Background: an optimization exercise with open tools, aiming at a short achievable clock period and few clock cycles per item. Do not read the settings as production practice.
In this exercise RTL edits were held to simulation tests only and were not proved equivalent to the original.
Power is estimated from default activity; no workload was simulated.

[flow/config.mk]
export PLATFORM = sky130hd
export DESIGN_NAME = rv_core_top
export DESIGN_NICKNAME = rv_core_top
export VERILOG_FILES = /design/flow/design.v
export SDC_FILE = /design/flow/constraint.sdc
export NUM_CORES = 4
export LEC_CHECK = 0
export CAP_MARGIN = 20
export CORE_MARGIN = 2
export CORE_UTILIZATION = 25
export PLACE_DENSITY = 0.3
export SLEW_MARGIN = 20
[flow/constraint.sdc]
create_clock -name core_clock -period 6.5 [get_ports {sys_clk}]
set_input_delay 1.3000 -clock core_clock [delete_from_list [all_inputs] [get_ports {sys_clk}]]
set_output_delay 1.3000 -clock core_clock [all_outputs]
set_load 0.01 [all_outputs]
[flow/design.v]
package isa_pkg;
    localparam logic [6:0] OPC_OP     = 7'b0110011;
    localparam logic [6:0] OPC_OP_IMM = 7'b0010011;
    localparam logic [6:0] OPC_LUI    = 7'b0110111;
    localparam logic [2:0] F3_ADD_SUB = 3'b000;
    localparam logic [2:0] F3_SLL     = 3'b001;
    localparam logic [2:0] F3_SLT     = 3'b010;
    localparam logic [2:0] F3_SLTU    = 3'b011;
    localparam logic [2:0] F3_XOR     = 3'b100;
    localparam logic [2:0] F3_SRL_SRA = 3'b101;
    localparam logic [2:0] F3_OR      = 3'b110;
    localparam logic [2:0] F3_AND     = 3'b111;
    localparam logic [6:0] FUNCT7_ALT = 7'b0100000;
    localparam int OPC_LSB   = 0;
    localparam int RD_LSB    = 7;
    localparam int F3_LSB    = 12;
    localparam int RS1_LSB   = 15;
    localparam int RS2_LSB   = 20;
    localparam int F7_LSB    = 25;
    localparam int IMM_I_LSB = 20;
    localparam int IMM_U_LSB = 12;
endpackage
package core_types_pkg;
    typedef enum logic [3:0] {
        ALU_ADD    = 4'd0,
        ALU_SUB    = 4'd1,
        ALU_AND    = 4'd2,
        ALU_OR     = 4'd3,
        ALU_XOR    = 4'd4,
        ALU_SLT    = 4'd5,
        ALU_SLTU   = 4'd6,
        ALU_SLL    = 4'd7,
        ALU_SRL    = 4'd8,
        ALU_SRA    = 4'd9,
        ALU_PASS_B = 4'd10
    } alu_op_e;
    localparam logic [1:0] SRC_RF = 2'd0;
    localparam logic [1:0] SRC_LS = 2'd1;
    localparam logic [1:0] SRC_WB = 2'd2;
    typedef struct packed {
        logic                    valid;
        logic [5-1:0] rd;
        logic                    dest_wen;
        alu_op_e                 op;
        logic [32-1:0]   operand1;
        logic [32-1:0]   operand2;
    } id_ex_t;
    typedef struct packed {
        logic                    valid;
        logic [5-1:0] rd;
        logic                    dest_wen;
        logic [32-1:0]   data;
    } stage_bus_t;
endpackage
module hazard_ctrl (
    input  logic [5-1:0] rs1,
    input  logic [5-1:0] rs2,
    input  logic                    rs1_used,
    input  logic                    rs2_used,
    input  logic                    inst_valid,
    input  core_types_pkg::id_ex_t  id_ex,
    input  core_types_pkg::stage_bus_t ls_bus,
    input  core_types_pkg::stage_bus_t wb_bus,
    output logic                    decode_block,
    output logic [1:0]              src1_sel,
    output logic [1:0]              src2_sel
);
    logic rs1_live;
    logic rs2_live;
    logic ex_hit1;
    logic ex_hit2;
    logic ls_hit1;
    logic ls_hit2;
    logic wb_hit1;
    logic wb_hit2;
    function automatic logic dest_match(
        input logic                    live,
        input logic [5-1:0] src,
        input logic                    valid,
        input logic                    wen,
        input logic [5-1:0] rd
    );
        dest_match = live && valid && wen && (rd == src);
    endfunction
    function automatic logic [1:0] nearest(input logic ls_hit, input logic wb_hit);
        if (ls_hit) begin
            nearest = core_types_pkg::SRC_LS;
        end else begin
            nearest = wb_hit ? core_types_pkg::SRC_WB : core_types_pkg::SRC_RF;
        end
    endfunction
    assign rs1_live = rs1_used && (rs1 != '0);
    assign rs2_live = rs2_used && (rs2 != '0);
    assign ex_hit1 = dest_match(rs1_live, rs1, id_ex.valid, id_ex.dest_wen, id_ex.rd);
    assign ex_hit2 = dest_match(rs2_live, rs2, id_ex.valid, id_ex.dest_wen, id_ex.rd);
    assign ls_hit1 = dest_match(rs1_live, rs1, ls_bus.valid, ls_bus.dest_wen, ls_bus.rd);
    assign ls_hit2 = dest_match(rs2_live, rs2, ls_bus.valid, ls_bus.dest_wen, ls_bus.rd);
    assign wb_hit1 = dest_match(rs1_live, rs1, wb_bus.valid, wb_bus.dest_wen, wb_bus.rd);
    assign wb_hit2 = dest_match(rs2_live, rs2, wb_bus.valid, wb_bus.dest_wen, wb_bus.rd);
    assign decode_block = inst_valid && (ex_hit1 || ex_hit2);
    assign src1_sel = nearest(ls_hit1, wb_hit1);
    assign src2_sel = nearest(ls_hit2, wb_hit2);
endmodule
module inst_decode (
    input  logic                    sys_clk,
    input  logic                    sys_rst_n,
    input  logic                    inst_valid,
    input  logic [32-1:0]   inst,
    input  logic                    decode_block,
    input  logic [1:0]              src1_sel,
    input  logic [1:0]              src2_sel,
    input  logic [32-1:0]   rf_rdata1,
    input  logic [32-1:0]   rf_rdata2,
    input  core_types_pkg::stage_bus_t ls_bus,
    input  core_types_pkg::stage_bus_t wb_bus,
    output logic [5-1:0] rs1,
    output logic [5-1:0] rs2,
    output logic                    rs1_used,
    output logic                    rs2_used,
    output core_types_pkg::id_ex_t  id_ex
);
    logic [6:0]              opcode;
    logic [2:0]              funct3;
    logic [6:0]              funct7;
    logic [5-1:0] rd;
    logic [32-1:0]   imm_i;
    logic [32-1:0]   imm_u;
    logic                    f7_zero;
    logic                    f7_alt;
    logic                    legal;
    logic                    use_imm;
    logic [32-1:0]   imm;
    core_types_pkg::alu_op_e op_d;
    logic [32-1:0]   src1_val;
    logic [32-1:0]   src2_val;
    logic                    load;
    logic                    valid_q;
    logic                    dest_wen_q;
    logic [5-1:0] rd_q;
    core_types_pkg::alu_op_e op_q;
    logic [32-1:0]   operand1_q;
    logic [32-1:0]   operand2_q;
    function automatic core_types_pkg::alu_op_e f3_to_op(input logic [2:0] f3, input logic alt);
        case (f3)
            isa_pkg::F3_ADD_SUB: begin
                f3_to_op = alt ? core_types_pkg::ALU_SUB : core_types_pkg::ALU_ADD;
            end
            isa_pkg::F3_SLL:  f3_to_op = core_types_pkg::ALU_SLL;
            isa_pkg::F3_SLT:  f3_to_op = core_types_pkg::ALU_SLT;
            isa_pkg::F3_SLTU: f3_to_op = core_types_pkg::ALU_SLTU;
            isa_pkg::F3_XOR:  f3_to_op = core_types_pkg::ALU_XOR;
            isa_pkg::F3_SRL_SRA: begin
                f3_to_op = alt ? core_types_pkg::ALU_SRA : core_types_pkg::ALU_SRL;
            end
            isa_pkg::F3_OR:   f3_to_op = core_types_pkg::ALU_OR;
            default:          f3_to_op = core_types_pkg::ALU_AND;
        endcase
    endfunction
    function automatic logic [32-1:0] pick_src(
        input logic [1:0]            sel,
        input logic [32-1:0] rf,
        input logic [32-1:0] ls,
        input logic [32-1:0] wb
    );
        case (sel)
            core_types_pkg::SRC_LS: pick_src = ls;
            core_types_pkg::SRC_WB: pick_src = wb;
            default:                pick_src = rf;
        endcase
    endfunction
    assign opcode = inst[isa_pkg::OPC_LSB +: 7];
    assign rd     = inst[isa_pkg::RD_LSB +: 5];
    assign funct3 = inst[isa_pkg::F3_LSB +: 3];
    assign rs1    = inst[isa_pkg::RS1_LSB +: 5];
    assign rs2    = inst[isa_pkg::RS2_LSB +: 5];
    assign funct7 = inst[isa_pkg::F7_LSB +: 7];
    assign imm_i = {{(32-12){inst[32-1]}}, inst[isa_pkg::IMM_I_LSB +: 12]};
    assign imm_u = {inst[isa_pkg::IMM_U_LSB +: 20], 12'b0};
    assign f7_zero = (funct7 == 7'b0);
    assign f7_alt  = (funct7 == isa_pkg::FUNCT7_ALT);
    always_comb begin
        legal    = 1'b0;
        rs1_used = 1'b0;
        rs2_used = 1'b0;
        use_imm  = 1'b0;
        imm      = imm_i;
        op_d     = core_types_pkg::ALU_ADD;
        case (opcode)
            isa_pkg::OPC_OP: begin
                legal    = f7_zero || (f7_alt && (funct3 == isa_pkg::F3_ADD_SUB ||
                                                  funct3 == isa_pkg::F3_SRL_SRA));
                rs1_used = legal;
                rs2_used = legal;
                op_d     = f3_to_op(funct3, f7_alt);
            end
            isa_pkg::OPC_OP_IMM: begin
                if (funct3 == isa_pkg::F3_SLL) begin
                    legal = f7_zero;
                end else if (funct3 == isa_pkg::F3_SRL_SRA) begin
                    legal = f7_zero || f7_alt;
                end else begin
                    legal = 1'b1;
                end
                rs1_used = legal;
                use_imm  = 1'b1;
                op_d     = f3_to_op(funct3, f7_alt && (funct3 == isa_pkg::F3_SRL_SRA));
            end
            isa_pkg::OPC_LUI: begin
                legal   = 1'b1;
                use_imm = 1'b1;
                imm     = imm_u;
                op_d    = core_types_pkg::ALU_PASS_B;
            end
            default: legal = 1'b0;
        endcase
    end
    assign src1_val = pick_src(src1_sel, rf_rdata1, ls_bus.data, wb_bus.data);
    assign src2_val = pick_src(src2_sel, rf_rdata2, ls_bus.data, wb_bus.data);
    assign load = inst_valid && !decode_block;
    always_ff @(posedge sys_clk or negedge sys_rst_n) begin
        if (!sys_rst_n) begin
            valid_q    <= 1'b0;
            dest_wen_q <= 1'b0;
        end else begin
            valid_q    <= load;
            dest_wen_q <= load && legal && (rd != '0);
        end
    end
    always_ff @(posedge sys_clk) begin
        rd_q       <= rd;
        op_q       <= op_d;
        operand1_q <= src1_val;
        operand2_q <= use_imm ? imm : src2_val;
    end
    assign id_ex.valid    = valid_q;
    assign id_ex.rd       = rd_q;
    assign id_ex.dest_wen = dest_wen_q;
    assign id_ex.op       = op_q;
    assign id_ex.operand1 = operand1_q;
    assign id_ex.operand2 = operand2_q;
endmodule
module exec_stage (
    input  logic                   sys_clk,
    input  logic                   sys_rst_n,
    input  core_types_pkg::id_ex_t id_ex,
    output core_types_pkg::stage_bus_t ls_bus,
    output core_types_pkg::stage_bus_t wb_bus
);
    localparam int SHAMT_W = $clog2(32);
    logic [32-1:0]   op_a;
    logic [32-1:0]   op_b;
    logic [SHAMT_W-1:0]      shamt;
    logic                    slt_bit;
    logic                    sltu_bit;
    logic [32-1:0]   alu_result;
    logic                    ls_valid_q;
    logic                    ls_dest_wen_q;
    logic [5-1:0] ls_rd_q;
    logic [32-1:0]   ls_data_q;
    logic                    wb_valid_q;
    logic                    wb_dest_wen_q;
    logic [5-1:0] wb_rd_q;
    logic [32-1:0]   wb_data_q;
    assign op_a     = id_ex.operand1;
    assign op_b     = id_ex.operand2;
    assign shamt    = op_b[SHAMT_W-1:0];
    assign slt_bit  = $signed(op_a) < $signed(op_b);
    assign sltu_bit = op_a < op_b;
    always_comb begin
        case (id_ex.op)
            core_types_pkg::ALU_ADD:    alu_result = op_a + op_b;
            core_types_pkg::ALU_SUB:    alu_result = op_a - op_b;
            core_types_pkg::ALU_AND:    alu_result = op_a & op_b;
            core_types_pkg::ALU_OR:     alu_result = op_a | op_b;
            core_types_pkg::ALU_XOR:    alu_result = op_a ^ op_b;
            core_types_pkg::ALU_SLT:    alu_result = {{(32-1){1'b0}}, slt_bit};
            core_types_pkg::ALU_SLTU:   alu_result = {{(32-1){1'b0}}, sltu_bit};
            core_types_pkg::ALU_SLL:    alu_result = op_a << shamt;
            core_types_pkg::ALU_SRL:    alu_result = op_a >> shamt;
            core_types_pkg::ALU_SRA:    alu_result = $signed(op_a) >>> shamt;
            core_types_pkg::ALU_PASS_B: alu_result = op_b;
            default:                    alu_result = '0;
        endcase
    end
    always_ff @(posedge sys_clk or negedge sys_rst_n) begin
        if (!sys_rst_n) begin
            ls_valid_q    <= 1'b0;
            ls_dest_wen_q <= 1'b0;
            wb_valid_q    <= 1'b0;
            wb_dest_wen_q <= 1'b0;
        end else begin
            ls_valid_q    <= id_ex.valid;
            ls_dest_wen_q <= id_ex.dest_wen;
            wb_valid_q    <= ls_valid_q;
            wb_dest_wen_q <= ls_dest_wen_q;
        end
    end
    always_ff @(posedge sys_clk) begin
        ls_rd_q   <= id_ex.rd;
        ls_data_q <= alu_result;
        wb_rd_q   <= ls_rd_q;
        wb_data_q <= ls_data_q;
    end
    assign ls_bus.valid    = ls_valid_q && ls_dest_wen_q;
    assign ls_bus.rd       = ls_rd_q;
    assign ls_bus.dest_wen = ls_dest_wen_q;
    assign ls_bus.data     = ls_data_q;
    assign wb_bus.valid    = wb_valid_q && wb_dest_wen_q;
    assign wb_bus.rd       = wb_rd_q;
    assign wb_bus.dest_wen = wb_dest_wen_q;
    assign wb_bus.data     = wb_data_q;
endmodule
module gpr_file (
    input  logic                    sys_clk,
    input  logic                    sys_rst_n,
    input  logic [5-1:0] rs1,
    input  logic [5-1:0] rs2,
    output logic [32-1:0]   rf_rdata1,
    output logic [32-1:0]   rf_rdata2,
    input  core_types_pkg::stage_bus_t wb_bus
);
    logic [32-1:0] regs [32];
    logic                  wr_en;
    assign wr_en = wb_bus.valid && wb_bus.dest_wen && (wb_bus.rd != '0);
    always_ff @(posedge sys_clk or negedge sys_rst_n) begin
        if (!sys_rst_n) begin
            for (int i = 0; i < 32; i++) begin
                regs[i] <= '0;
            end
        end else if (wr_en) begin
            regs[wb_bus.rd] <= wb_bus.data;
        end
    end
    assign rf_rdata1 = (rs1 == '0) ? '0 : regs[rs1];
    assign rf_rdata2 = (rs2 == '0) ? '0 : regs[rs2];
endmodule
module rv_core_top (
    input  logic                    sys_clk,
    input  logic                    sys_rst_n,
    input  logic                    inst_valid,
    input  logic [32-1:0]   inst,
    output logic                    inst_ready,
    output logic                    wb_valid,
    output logic [5-1:0] wb_rd,
    output logic [32-1:0]   wb_data
);
    logic [5-1:0] rs1;
    logic [5-1:0] rs2;
    logic                    rs1_used;
    logic                    rs2_used;
    logic                    decode_block;
    logic [1:0]              src1_sel;
    logic [1:0]              src2_sel;
    logic [32-1:0]   rf_rdata1;
    logic [32-1:0]   rf_rdata2;
    core_types_pkg::id_ex_t  id_ex;
    core_types_pkg::stage_bus_t ls_bus;
    core_types_pkg::stage_bus_t wb_bus;
    hazard_ctrl i_hazard_ctrl (
        .rs1          (rs1),
        .rs2          (rs2),
        .rs1_used     (rs1_used),
        .rs2_used     (rs2_used),
        .inst_valid   (inst_valid),
        .id_ex        (id_ex),
        .ls_bus       (ls_bus),
        .wb_bus       (wb_bus),
        .decode_block (decode_block),
        .src1_sel     (src1_sel),
        .src2_sel     (src2_sel)
    );
    inst_decode i_inst_decode (
        .sys_clk      (sys_clk),
        .sys_rst_n    (sys_rst_n),
        .inst_valid   (inst_valid),
        .inst         (inst),
        .decode_block (decode_block),
        .src1_sel     (src1_sel),
        .src2_sel     (src2_sel),
        .rf_rdata1    (rf_rdata1),
        .rf_rdata2    (rf_rdata2),
        .ls_bus       (ls_bus),
        .wb_bus       (wb_bus),
        .rs1          (rs1),
        .rs2          (rs2),
        .rs1_used     (rs1_used),
        .rs2_used     (rs2_used),
        .id_ex        (id_ex)
    );
    exec_stage i_exec_stage (
        .sys_clk   (sys_clk),
        .sys_rst_n (sys_rst_n),
        .id_ex     (id_ex),
        .ls_bus    (ls_bus),
        .wb_bus    (wb_bus)
    );
    gpr_file i_gpr_file (
        .sys_clk   (sys_clk),
        .sys_rst_n (sys_rst_n),
        .rs1       (rs1),
        .rs2       (rs2),
        .rf_rdata1 (rf_rdata1),
        .rf_rdata2 (rf_rdata2),
        .wb_bus    (wb_bus)
    );
    assign inst_ready = ~decode_block;
    assign wb_valid = wb_bus.valid;
    assign wb_rd    = wb_bus.rd;
    assign wb_data  = wb_bus.data;
endmodule
[flow/run.sh]
#!/bin/bash
# synth_recipe.tcl (not shown) runs the flow's synth.tcl, then flattens the netlist and writes it again
# the make line also repeats each setting of config.mk as NAME=value (left out here)
make -C /OpenROAD-flow-scripts/flow DESIGN_CONFIG=/design/flow/config.mk WORK_HOME=/design/flow/orfs CLKGATE_MAP_FILE= SYNTH_SCRIPT=/design/flow/synth_recipe.tcl finish
==> results by group <==
Outcome
  • Status: no timing/DRC/antenna violations

Clock network
  • Clock Latency Late Sink: 0.86 ns
  • CTS tree: done
  • Postcts setup bufs: 0
  • Resized cells post-CTS: 0
  • # hold bufs at CTS: 0
  • H-tree depth: 4
  • Root Driver: clkbuf_16
  • CTS clk-pin slew, worst paths: 0.06 ns
  • CTS Sinks: 1,145
  • Clk buf depth: 3
  • Total CTS buffers: 150

Critical path
  • WP data arrival: 4.18 ns
  • Top cell by count, worst path: clkdlybuf4s50_1
  • Crit path buffers/inverters: 3
  • Worst path cell trace: clkdlybuf4s50_1 -> buf_4 -> xor2_1 -> nor4_1 -> nand4_1 -> o22ai_1 -> nand2_1 -> clkdlybuf4s50_1
  • R2R Path End: i_exec_stage.ls_data_q[29]$_DFF_P_
  • CP Capture Type: output port
  • Largest stage delay, worst path: 0.85 ns
  • CP startpoint: inst[19]
  • CP max FO: 6
  • Register-to-Register Path Depth: 10
  • CP endpoint: inst_ready
  • Crit-path slowest cell: clkdlybuf4s50_1
  • Critical R2R Launch: i_inst_decode.operand1_q[24]$_DFF_P_
  • Startpoint types: primary input
  • CP delay by family, top: buffers and inverters
  • Critical Path Stages: 8
  • Worst setup path category: primary input to output port
  • Data required time of the critical path: 5.20 ns
  • R2R setup slack: 1.54 ns

Die
  • CORE AREA: 250,700 um^2
  • Die H: 505.3 um
  • Starting Density: 0.2505
  • Die width: 505.3 um
  • IO Count: 74
  • Die outline area: 255,300 um^2
  • Rows: 184

Route
  • Via count: 57,690
  • Drt total wl: 423,000 um
  • DRC viols: 0
  • Antenna Nets Post-Route: 0
  • Initial drt markers: 8,031
  • Vias per inst: 6.128
  • Avg WL per Cell: 44.93 um
  • TritonRoute pass-1 iters: 10

Logic synthesis
  • Syn Area/Cell: 10.60 um^2
  • Post-Syn Area: 62,810 um^2
  • Post-synth EDFFs: 0
  • Synth Area in Simple Gates: 0.09067
  • Register area share after synthesis: 0.4444
  • Syn nets: 6,066
  • Synth top cells by count: dfrtp_1, mux2_2, a22oi_1, clkbuf_1, nand2_1
  • Flops & latches, synth: 1,145
  • Synth top area share: 0.3976
  • Synth warnings: 5
  • Ranking of synthesized cells by area: dfrtp_1, mux2_2, a22oi_1
  • Synth Area in Adders: 0.02135
  • Most frequently used flop master after synthesis: dfrtp_1
  • Post-synthesis cell type count: 102
  • Synthesized instance count: 5,925
  • Compound-Gate Fraction of Synth Area: 0.1938
  • Largest family of logic cells by synthesized area: multiplexers
  • Multiplexer share of the synthesized area: 0.2012
  • Ys async rst share: 0.8716
  • Xor/xnor cell area share of the yosys netlist: 0.006135
  • Most common cell in the synthesized netlist: dfrtp_1
  • Synth area leader: dfrtp_1

Final layout
  • Final nets: 6,071
  • Share of cells above drive strength 1: 0.2891
  • Layout area overhead: 18.34%

Place
  • Routability cong.: 0.9154
  • DP Wirelength: 277,100 um
  • Port Buffer Count: 73

STA
  • Slew Limit Headroom: 0.1533
  • Clock Skews: 0.02955 ns
  • Tightest Pin Transition: 1.267 ns
  • Endpoints failing setup: 0
  • Fmax: 182.5 MHz
  • Final Max Tran Viols: 0
  • Post-layout minimum cycle time: 5.479 ns
  • Hold_ws: 0.3778 ns
  • Setup TNS: 0 ns
  • Final hold vios: 0
  • RSZ-0062 raised after global routing: no
  • Final Cycle Share: 0.8429

Global routing
  • Total GRT Usage: 0.3219
  • Total global routing overflow: 0
  • Initial antenna violation count: 31
  • Number of global-route vias before repair: 55,570
  • Largest net degree at the start of global routing: 142
  • First-pass GRT wire length: 557,300 um

Pwr
  • Pwr per Cell Area: 235.7 nW/um^2
  • Static leakage: 32.54 nW
  • Max VDD drop: 0.0003036 V

Run
  • Number of max-cap violations: 0

Min path
  • Hold WC Path Type: primary input to async pin
[cell usage in the layout (no fill, tap or decap), drive strengths merged, types with 67 or more instances in the layout]
cell type,netlist,layout
clkbuf,407,218
o21ai,183,183
inv,100,113
ha,104,104
mux2,963,963
dfxtp,147,147
buf,149,343
a22oi,876,876
dfrtp,998,998
a221oi,67,67
a21oi,240,240
nand2,358,358
nand4,123,123
nor3,89,89
nor2,299,299
nand3,105,105
[flip-flops by register name, indices dropped and copies added (netlist names)]
signal                      count
i_gpr_file.regs               992
i_exec_stage.ls_data_q         32
i_exec_stage.wb_data_q         32
i_inst_decode.operand1_q       32
i_inst_decode.operand2_q       32
i_exec_stage.ls_rd_q            5
i_exec_stage.wb_rd_q            5
i_inst_decode.rd_q              5
i_inst_decode.op_q              4
i_exec_stage.ls_dest_wen_q      1
i_exec_stage.ls_valid_q         1
i_exec_stage.wb_dest_wen_q      1
i_exec_stage.wb_valid_q         1
i_inst_decode.dest_wen_q        1
i_inst_decode.valid_q           1
[stage by stage]
step | instance area, um^2 | utilization | setup WS (ns) | power, mW | std cells
5_1_grt | 74300 | 0.2964 | 0.9544 | 17.99 | 9401
3_5_place_dp | 69190 | 0.2760 | 1.059 | 8.839 | 9126
2_1_floorplan | 62810 | - | 2.401 | 7.948 | 5925
4_1_cts | 74300 | 0.2963 | 1.114 | 17.66 | 9398
3_3_place_gp | 69160 | 0.2759 | 0.6111 | 8.851 | 9125
6_report | 74340 | 0.2965 | 1.021 | 17.52 | 9414
[area by class of cell]
cell class,count,area (um^2)
antenna,16,40.04
clock buffer,218,4466
clock inverter,54,639.4
fill,25850,176400
inverter,102,382.9
multi-input combinational,4122,32950
sequential,1145,27930
tap,3348,4189
timing repair buffer,409,3745
[how the worst min path moves through the flow]
stage,slack [ns],from,to
floorplan,0.35,i_exec_stage.ls_data_q[28]$_DFF_P_,i_exec_stage.wb_data_q[28]$_DFF_P_
CTS,0.35,sys_rst_n,i_gpr_file.regs[16][5]$_DFFE_PN0P_
detailed placement,0.37,i_exec_stage.ls_data_q[19]$_DFF_P_,i_exec_stage.wb_data_q[19]$_DFF_P_
global placement,0.37,i_exec_stage.ls_dest_wen_q$_DFF_PN0_,i_exec_stage.wb_dest_wen_q$_DFF_PN0_
finish,0.38,sys_rst_n,i_gpr_file.regs[16][5]$_DFFE_PN0P_
global route,0.37,i_exec_stage.ls_data_q[11]$_DFF_P_,i_exec_stage.wb_data_q[11]$_DFF_P_
[logic make-up after synthesis]
group	count (synthesis)
AO/OA/AOI/OAI	1704
adder cells (fa/ha/maj)	106
AND/OR/NAND/NOR	1191
XOR/XNOR	44
buffers and inverters	658
flip-flops	1145
multiplexers	1077
[where the power goes]
part / switching [mW] / internal (mW) / total [mW]
Sequential: 0.131 / 7.18 / 7.31
Clock: 3.65 / 5.12 / 8.77
Combinational: 1.10 / 0.341 / 1.44
Total: 4.88 / 12.6 / 17.5
[metal layers]
| layer | global-route usage | wire (um) | up-vias |
|---|---|---|---|
| li1 | - | - | 22650 |
| met1 | 0.4409 | 184900 | 30840 |
| met2 | 0.4914 | 185400 | 3338 |
| met3 | 0.06125 | 31460 | 857 |
| met4 | 0.1406 | 21200 | 8 |
| met5 | 0 | 56 | - |
Testbench counts, summed over its fixed seeds: cycles 27,546, items 20,000.

## separate check: timing with driven ports
The results above use ideal ports. As a check the final layout listed here was re-extracted and re-timed, cells and wires unchanged.
Step 1 (the two cells are an assumption about what drives the block):
set clk [get_ports {sys_clk}]
set_driving_cell -lib_cell sky130_fd_sc_hd__clkbuf_16 $clk
set_driving_cell -lib_cell sky130_fd_sc_hd__buf_2 [delete_from_list [all_inputs] $clk]
Step 2, shift: input delay + t, output delay - t, t = (earliest + latest rising clock arrival at the registers) / 2. This alone moves slack from input paths to output paths.
Three values: ideal, step 1, step 2; two values: the first two.
t, ns: 0.937
setup WS [ns]: 1.021 / 0.999 / 0.749
hold slack, ns: 0.378 / 0.337 / 0.378
latest minus earliest clock arrival (ns): 0.047 / 0.046
slew at the worst register clock pin (ns): 0.08 / 0.08
After both steps this run still meets setup and hold. For this run, drivers alone change the setup slack by -0.022 ns; drivers and shift together by -0.272 ns.
